Background: an optimization exercise with open tools, aiming at small area, a short achievable clock period and few clock cycles. Do not read the settings as production practice. The RTL was checked by simulation tests, not by an equivalence proof against the original design. No activity file was given, so power comes from the tool's default toggle rates.

## job 1375
Design window_mac5_acc, start of the top module:
module window_mac5_acc #(
  parameter int WORD_WIDTH = window_mac5_acc_pkg::DEF_WORD_WIDTH,
  parameter int FRAC_BITS  = window_mac5_acc_pkg::DEF_FRAC_BITS,
  parameter int CNT_WIDTH  = 8
) (
  input  logic                  clk,
  input  logic                  rst,
  input  logic                  w_load,
  input  logic [2:0]            w_idx,
  input  logic [WORD_WIDTH-1:0] w_data,
  input  logic                  start,
  input  logic [CNT_WIDTH-1:0]  acc_len,
  input  logic                  in_valid,
  input  logic [WORD_WIDTH-1:0] data_in_0,
  input  logic [WORD_WIDTH-1:0] data_in_1,
  input  logic [WORD_WIDTH-1:0] data_in_2,
  input  logic [WORD_WIDTH-1:0] data_in_3,
  input  logic [WORD_WIDTH-1:0] data_in_4,
  output logic                  busy,
  output logic                  out_valid,
  output logic [WORD_WIDTH-1:0] out_data
);
Settings: LEC_CHECK=0, CAP_MARGIN=20, CORE_MARGIN=2, CORE_UTILIZATION=40, CTS_CLUSTER_DIAMETER=100, CTS_CLUSTER_SIZE=22, SETUP_SLACK_MARGIN=4.7, SLEW_MARGIN=20; clock period 7.5 ns.
standard.sh (not shown) runs the stock make flow with config.mk's settings and CLKGATE_MAP_FILE= SYNTH_SCRIPT=/design/flow/synth_recipe.tcl, a recipe that flattens the netlist after the stock synthesis.
==> flow/flow/run.sh <==
#!/bin/bash
set -euo pipefail
export BUFFER_PORTS_ARGS="-buffer_cell sky130_fd_sc_hd__buf_2"
bash standard.sh finish > standard.log 2>&1
Job 1375 has completed all stages; timing, DRC and antenna checks passed.
Testbench counts of job 1375, summed over its fixed seeds: cycles 17,141.
What job 5912 does differently from job 1375 at the input level:
- changing SETUP_SLACK_MARGIN from 4.7 to 4.6
- removing CTS_CLUSTER_DIAMETER (formerly 100)
- removing CTS_CLUSTER_SIZE (formerly 22)
- For job 5912 and job 1375, there was not a single run that failed to finish clean.
- Job 5912 vs job 1375: sum of met2 wire segment lengths after detailed routing down slightly
- Count of non-filler cells in the finished layout was higher in job 5912 than in job 1375.
- | setup slack | job 5912 vs job 1375 | better |
- Net switching fraction of the power is higher on job 1375
- Source of the critical timing path = acc[10]: job 5912; source of the critical timing path = acc_cy[5]: job 1375
- Number of antenna violations at the first check in global routing in job 5912 is 1 lower than in job 1375
- Lower final design area excluding fillers was reported by job 1375, not job 5912.
- Taking job 1375 as the reference, in job 5912 wire length of the first global-routing pass fell about 0.5%; fraction of area in clock buffers and inverters climbed 3.4 points.
## Diff of input files: job 141 against job 5912
- SETUP_SLACK_MARGIN changed from 4.6 to 4.8
- CTS_CLUSTER_DIAMETER newly set to 100
- CTS_CLUSTER_SIZE newly set to 22
--- outcome ---
In the flow results for job 141 and job 5912, the sequential share of layout area is larger on job 141.
A beginning of the critical path of acc[10] is what job 5912 shows, while pa_r[5] belongs to job 141.
Job 141: cell leakage power about 2.7% below job 5912
Total power (job 5912 / job 141): 1.2
Job 5912 → job 141: synthesis-to-layout area growth now smaller, wire length on met3 now smaller, first-iteration DRC count now larger.
NOTE: sequential group share of total power in job 141 exceeds that of job 5912
In the flow results for job 141 and job 5912, the switching power share of the total is smaller on job 5912.
Worst setup slack (higher): job 141
[inputs] job 2929 vs job 141
- CTS_CLUSTER_DIAMETER now 110, was 100
- CTS_CLUSTER_SIZE now 26, was 22
--- outcome ---
Slowest stage cell on the critical path: fa_1 -> job 141, or4_4 -> job 2929
The more densely filled core belongs to job 2929, not job 141.
Job 2929: fraction of the cycle the final worst path needs higher than job 141
Job 2929 against job 141; multi-input logic area is up slightly.
Measured against each other, job 2929 and job 141 differ in routed length per placed instance, the lower figure coming from job 2929.
Setup changes, job 2929 to job 5540
- SETUP_SLACK_MARGIN: 4.8 -> 4.4
- CTS_CLUSTER_SIZE: 26 -> 22
- CTS_CLUSTER_DIAMETER: 110 -> 100
### Flow results
[compare] base=job 2929 new=job 5540: sequential power shows no meaningful change; design area dropped about 3%; worst hold slack flat; power density over the cells increased about 4%. Looking at clock power across job 2929 and job 5540, the one that comes out lower is job 2929. Final cell count, job 5540 vs job 2929: down slightly. Re final critical path time including I/O delays and setup: job 2929 was lower than job 5540.

==> separate check: timing with driven ports <==
Ports are ideal in the flow. The routed layouts listed here were re-timed in OpenROAD. Step 1 (the two cells are an assumption about what drives the block):
set clk [get_ports {clk}]
set_driving_cell -lib_cell sky130_fd_sc_hd__clkbuf_16 $clk
set_driving_cell -lib_cell sky130_fd_sc_hd__buf_2 [delete_from_list [all_inputs] $clk]
Step 2 also shifts input and output timing later by t, the mid clock arrival at the registers, as if the neighbouring blocks saw the same clock. Slacks: ideal ports / drivers / drivers and shift; pairs: ideal ports / drivers.
run | t, ns | setup slack, ns | slew at the worst register clock pin (ns) | worst data-port slew with drivers (ns)
job 1375 | 0.621 | 4.566 / 4.566 / 4.180 | 0.10 / 0.10 | 0.09
job 5912 | 0.651 | 4.578 / 4.578 / 4.041 | 0.06 / 0.06 | 0.10
job 141 | 0.624 | 4.628 / 4.628 / 4.207 | 0.10 / 0.10 | 0.08
job 2929 | 0.615 | 4.556 / 4.556 / 4.132 | 0.11 / 0.11 | 0.08
job 5540 | 0.623 | 4.462 / 4.462 / 3.973 | 0.10 / 0.10 | 0.07
After both steps every run listed still meets setup and hold. The setup slack of job 5912, which loses most, moves by 0.000 ns with the drivers and by -0.537 ns with both steps.
